Source: an optimization exercise on an open RTL-to-GDS flow (aim: small area, a short achievable clock period and few clock cycles per item). Production flows keep margins and buffers that such runs may drop.
At most, simulation tests tie the RTL to the original design; equivalence was not proved.

the reference run:
Design anemometer_period_speed_meter_top, start of the top module:
module anemometer_period_speed_meter_top (
  input  logic                           clk_i,
  input  logic                           rst_ni,
  input  logic                           in_valid_i,
  output logic                           in_ready_o,
  input  apm_pkg::in_word_t              in_word_i,
  output logic                           out_valid_o,
  input  logic                           out_ready_i,
  output apm_pkg::out_word_t             out_word_o,
  input  logic                           cfg_we_i,
  input  logic [apm_pkg::CfgIdxBits-1:0] cfg_index_i,
  input  logic [apm_pkg::DataBits-1:0]   cfg_data_i
);
Settings: LEC_CHECK=0, CAP_MARGIN=20, CORE_MARGIN=2, CORE_UTILIZATION=40, SETUP_SLACK_MARGIN=5, SLEW_MARGIN=20; clock period 9.0 ns.
run.sh (not shown) runs the stock make flow with config.mk's settings and CLKGATE_MAP_FILE= SYNTH_SCRIPT=/design/flow/synth_recipe.tcl, a recipe that flattens the netlist after the stock synthesis.
Setup changes, the reference run to the trial run
--- a/flow/design.v
+++ b/flow/design.v
@@ -142,21 +142,21 @@
   assign deb_ok   = wrap ? !(x[33] && !x[32]) : !x[33];
   assign stop_hit = wrap ? !(y[33] && !y[32]) : !y[33];
   always_comb begin
     el_skip = '0;
     for (int i = 1; i < 15; i++) if ((elapsed >> (2*i)) != 32'd0) el_skip = 4'(i);
   end
   always_ff @(posedge clk_i) begin
     if (in_v_q) begin
       t_deb_q  <= deb_ok;
       t_stop_q <= stop_hit;
-      t_elz_q  <= elapsed == '0;
+      t_elz_q  <= in_now_q == last_q;
       t_skip_q <= el_skip;
     end
   end
   logic        last_nz, per_nz, pulse_ok, set_per, clr_per, fire, go_div, go_zero;
   logic [3:0]  p_skip_q;           
   assign last_nz  = last_q != '0;
   assign per_nz   = per_q != '0;
   assign pulse_ok = (in_op_q == apm_pkg::OpPulse) && t_deb_q;
   assign set_per  = pulse_ok && last_nz;
   assign clr_per  = (in_op_q == apm_pkg::OpPoll) && last_nz && t_stop_q;
Results
The trial run: full flow OK, the timing, DRC and antenna checks passed. Depth of the critical timing path with buffers and inverters included (lower): the trial run. Higher overall routing resource usage among the reference run and the trial run: the reference run. The trial run ends up with higher first-iteration DRC count than the reference run does. In the reports for the reference run and the trial run, the smaller count of mapped cells out of synthesis belongs to the trial run.
Testbench counts of the trial run, summed over its fixed seeds: cycles 20,519, items 1,920.
No functional check of the RTL was part of the reference run.

---

Setup of main:
Another version of the RTL of anemometer_period_speed_meter_top (not shown whole).
For scale: roughly 3100 cells after synthesis, roughly 470 flip-flops, roughly 230 I/O pins, about 31000 µm² of cells after synthesis.
Settings: LEC_CHECK=0, CAP_MARGIN=20, CORE_MARGIN=2, CORE_UTILIZATION=40, SETUP_SLACK_MARGIN=5, SLEW_MARGIN=20; clock period 9.0 ns.
For the feature branch, these inputs were changed with respect to main:
--- a/flow/design.v
+++ b/flow/design.v
@@ -280,49 +280,50 @@
           p_skip_q <= '0;
         end
         if (!go_div && go_zero) cache_q <= 1'b1;
       end
       if (state_q == StLast) cache_q <= 1'b1;
     end
   end
   always_ff @(posedge clk_i) begin
     nb_r_q <= (state_q == StIdle) ? rpm[nb_idx] : RpmNum[nb_idx];
     nb_s_q <= (state_q == StIdle) ? scl[nb_idx] : scale_q[nb_idx];
   end
   always_ff @(posedge clk_i) begin
+    if (state_q == StIdle) begin
+      rem_r_q <= {1'b0, num_r[63:32]};
+      rem_s_q <= {1'b0, num_s[63:32]};
+      qb_q    <= 1'b0;
+      rem_m_q <= '0;
+      sat_q   <= 1'b0;
+      cnt_q   <= cnt_init;
+    end else begin
+      rem_r_q <= nr_r[32:0];
+      rem_s_q <= nr_s[32:0];
+      qb_q    <= ~nr_s[33];
+      rem_m_q <= rem_m_d;
+      sat_q   <= sat_d;
+      cnt_q   <= cnt_q - 1'b1;
+    end
+  end
+  always_ff @(posedge clk_i) begin
     unique case (state_q)
       StIdle: begin
         if (fire) begin
           pulse_q <= pulse_ok;
-          rem_r_q <= {1'b0, num_r[63:32]};
-          rem_s_q <= {1'b0, num_s[63:32]};
-          qb_q    <= 1'b0;
-          rem_m_q <= '0;
-          sat_q   <= 1'b0;
-          cnt_q   <= cnt_init;
           if (go_div || go_zero) begin
             quo_r_q <= '0;
             quo_s_q <= '0;
             mph_q   <= '0;
           end
         end
       end
       StDiv: begin
-        rem_r_q <= nr_r[32:0];
         quo_r_q <= {quo_r_q[28:0], ~nr_r[33]};
-        rem_s_q <= nr_s[32:0];
         quo_s_q <= {quo_s_q[30:0], ~nr_s[33]};
-        qb_q    <= ~nr_s[33];
-        rem_m_q <= rem_m_d;
-        sat_q   <= sat_d;
-        mph_q   <= mph_d;
-        cnt_q   <= cnt_q - 1'b1;
-      end
-      StLast: begin
-        rem_m_q <= rem_m_d;
-        sat_q   <= sat_d;
         mph_q   <= mph_d;
       end
+      StLast: mph_q <= mph_d;
       default: ;
     endcase
   end
 endmodule
==> run notes <==
- [the feature branch vs main] area added between synthesis and finish: lower in the feature branch
- Re cell area after placement: the feature branch is about 3% down on main.
- Re core area: main was higher than the feature branch.
- Between the feature branch and main, the difference in sum of routed wire length over all layers is negligible.
- Per the final summary, the feature branch finished and its layout is clean on timing, DRC and antenna.
- Delta (the feature branch minus main): count of inverters other than clock inverters in the layout shows an increase of 3; synthesized cell count climbed about 0.3%; maximum number of pins on one net before global-route repair picked up an extra about 15%; clock latency reported for the late side of the worst-skew pair went down; share of post-route cells with drive strength above 1 shows a reduction of 1.4 points.
No functional check of the RTL was part of any run of this note.

---

anemometer_period_speed_meter_top, a different RTL version from the one above (not shown whole).
For scale: roughly 230 I/O pins, about 28000 sq um of cells after synthesis.
clock: 9.0 ns
lec_check: 0
cap_margin: 20
core_margin: 2
core_utilization: 40
slew_margin: 20
==> next run, changes <==
--- a/flow/design.v
+++ b/flow/design.v
@@ -96,25 +96,25 @@
   logic        out_valid_q;
   logic        cache_q;            
   logic [31:0] last_q;
   logic        pulse_q;
   logic [31:0] rev_q, per_q;
   logic [31:0] quo_r_q, quo_s_q;   
   logic [31:0] mph_q;
   logic [32:0] rem_r_q, rem_s_q;   
   logic        qb_q;               
   logic [16:0] rem_m_q;            
   logic        sat_q;
   logic [4:0]  cnt_q;
-  assign in_ready_o  = ~(in_v_q | t_v_q);
+  assign in_ready_o  = !in_v_q && (!t_v_q || (state_q == StIdle && !out_valid_q));
   assign out_valid_o = out_valid_q;
   assign out_word_o  = {pulse_q, rev_q, per_q, quo_r_q[29:0], quo_s_q, mph_q};
   logic        in_op_q;
   logic [31:0] in_now_q;
   always_ff @(posedge clk_i) begin
     if (in_ready_o) begin
       in_op_q  <= in_word_i.operation;
       in_now_q <= in_word_i.now_us;
     end
   end
   logic [32:0] el_x;
   logic [31:0] elapsed;
@@ -170,46 +170,50 @@
   end
   assign skip = set_per ? t_skip_q : per_skip;
   logic [63:0] num_s, num_r;
   assign num_s = {32'b0, scale_q} << {skip, 3'b0};
   assign num_r = {32'b0, RpmNum} << {skip, 3'b0};
   logic [33:0] tr_r, tr_s, dv_r, dv_s, nr_r, nr_s;
   assign tr_r = {rem_r_q, quo_r_q[31]};
   assign tr_s = {rem_s_q, quo_s_q[31]};
   assign dv_r = rem_r_q[32] ? {2'b00, per_q} : ~{2'b00, per_q};
   assign dv_s = rem_s_q[32] ? {2'b00, per_q} : ~{2'b00, per_q};
   assign nr_r = tr_r + dv_r + {33'b0, ~rem_r_q[32]};
   assign nr_s = tr_s + dv_s + {33'b0, ~rem_s_q[32]};
-  logic [18:0] m0, m1, m2, m3, m4;
+  logic [17:0] m0;
   logic [16:0] rem_m_d;
   logic [2:0]  mv;
-  logic [33:0] mph_sum;
+  logic        ge1, ge2, ge3;
+  logic [3:0]  mlow;
+  logic [28:0] yinc;
+  logic [31:0] mph_d;
   logic        sat_d;
-  assign m0 = {1'b0, rem_m_q, 1'b0};
-  assign m1 = m0 - 19'd100000;
-  assign m2 = m0 - 19'd76306;
-  assign m3 = m0 - 19'd176306;
-  assign m4 = m0 + 19'd23694;
+  assign m0  = {rem_m_q, 1'b0};
+  assign ge1 = m0 >= 18'd100000;
+  assign ge2 = m0 >= 18'd76306;
+  assign ge3 = m0 >= 18'd176306;
   always_comb begin
     if (!qb_q) begin
-      if (m1[18]) begin rem_m_d = m0[16:0]; mv = 3'd0; end
-      else        begin rem_m_d = m1[16:0]; mv = 3'd1; end
+      if (!ge1) begin rem_m_d = m0[16:0];                    mv = 3'd0; end
+      else      begin rem_m_d = 17'(m0 - 18'd100000);        mv = 3'd1; end
     end else begin
-      if (m2[18])      begin rem_m_d = m4[16:0]; mv = 3'd2; end
-      else if (m3[18]) begin rem_m_d = m2[16:0]; mv = 3'd3; end
-      else             begin rem_m_d = m3[16:0]; mv = 3'd4; end
-    end
-  end
-  assign mph_sum = {1'b0, mph_q, 1'b0} + {31'b0, mv};
-  assign sat_d   = sat_q | (|mph_sum[33:32]);
+      if (!ge2)      begin rem_m_d = 17'(m0 + 18'd23694);    mv = 3'd2; end
+      else if (!ge3) begin rem_m_d = 17'(m0 - 18'd76306);    mv = 3'd3; end
+      else           begin rem_m_d = 17'(m0 - 18'd176306);   mv = 3'd4; end
+    end
+  end
+  assign mlow  = {1'b0, mph_q[1:0], 1'b0} + {1'b0, mv};
+  assign yinc  = mph_q[30:2] + 1'b1;
+  assign sat_d = sat_q | mph_q[31] | (mlow[3] & (&mph_q[30:2]));
+  assign mph_d = {32{sat_d}} | {(mlow[3] ? yinc : mph_q[30:2]), mlow[2:0]};
   always_ff @(posedge clk_i or negedge rst_ni) begin
     if (!rst_ni) begin
       in_v_q      <= 1'b0;
       t_v_q       <= 1'b0;
       state_q     <= StIdle;
       out_valid_q <= 1'b0;
       cache_q     <= 1'b0;
       last_q      <= '0;
       rev_q       <= '0;
       per_q       <= '0;
     end else begin
       in_v_q <= in_ready_o && in_valid_i;
@@ -268,24 +272,24 @@
             mph_q   <= '0;
           end
         end
       end
       StDiv: begin
         rem_r_q <= nr_r[32:0];
         quo_r_q <= {quo_r_q[30:0], ~nr_r[33]};
         rem_s_q <= nr_s[32:0];
         quo_s_q <= {quo_s_q[30:0], ~nr_s[33]};
         qb_q    <= ~nr_s[33];
         rem_m_q <= rem_m_d;
         sat_q   <= sat_d;
-        mph_q   <= sat_d ? '1 : mph_sum[31:0];
+        mph_q   <= mph_d;
         cnt_q   <= cnt_q - 1'b1;
       end
       StLast: begin
         rem_m_q <= rem_m_d;
         sat_q   <= sat_d;
-        mph_q   <= sat_d ? '1 : mph_sum[31:0];
+        mph_q   <= mph_d;
       end
       default: ;
     endcase
   end
 endmodule
Result: Global-route usage is about the same. Cell count goes down by 0.42%. Core utilization stays flat. Design area is about the same. Clock-buffer cell count goes up by 8. Non-clock buffer count goes up by 4. Synthesized area goes up by 0.35%. Fmax goes up by 2.6%. Sequential share of layout area hardly moves.
No run of this note included a check of the RTL's function; only the layout flow was run.

port drivers added, routing unchanged:
Ports are ideal in the flow. The routed layouts listed here were re-timed in OpenROAD. Step 1 sets driving cells, clkbuf_16 on the clock port and buf_2 on the other inputs (assumed; they add their load-dependent delay and slew). Step 2 adds t to the input delays and takes it off the output delays; t is the mean of the earliest and latest rising clock arrival at the registers after step 1. Input paths then give back, and output paths get back, about the clock's delay inside the block. Slacks: ideal ports / drivers / drivers and shift; pairs: ideal ports / drivers.
run | t (ns) | setup slack, ns | clock arrival spread, ns | worst slew at a driven data input, ns
the reference run | 0.687 | 5.054 / 5.054 / 4.415 | 0.024 / 0.024 | 0.05
the trial run | 0.669 | 5.112 / 5.044 / 4.520 | 0.017 / 0.018 | 0.07
main | 0.708 | 5.086 / 5.018 / 4.575 | 0.042 / 0.043 | 0.06
the feature branch | 0.685 | 5.100 / 5.100 / 4.711 | 0.041 / 0.040 | 0.06
the first run of note 3 | 0.680 | 4.109 / 4.109 / 4.029 | 0.033 / 0.033 | 0.05
the second run of note 3 | 0.679 | 4.234 / 4.168 / 4.084 | 0.054 / 0.053 | 0.06
After both steps setup and hold are still met in every run listed. For the reference run, which loses most, drivers alone change the setup slack by 0.000 ns; drivers and shift together by -0.639 ns.
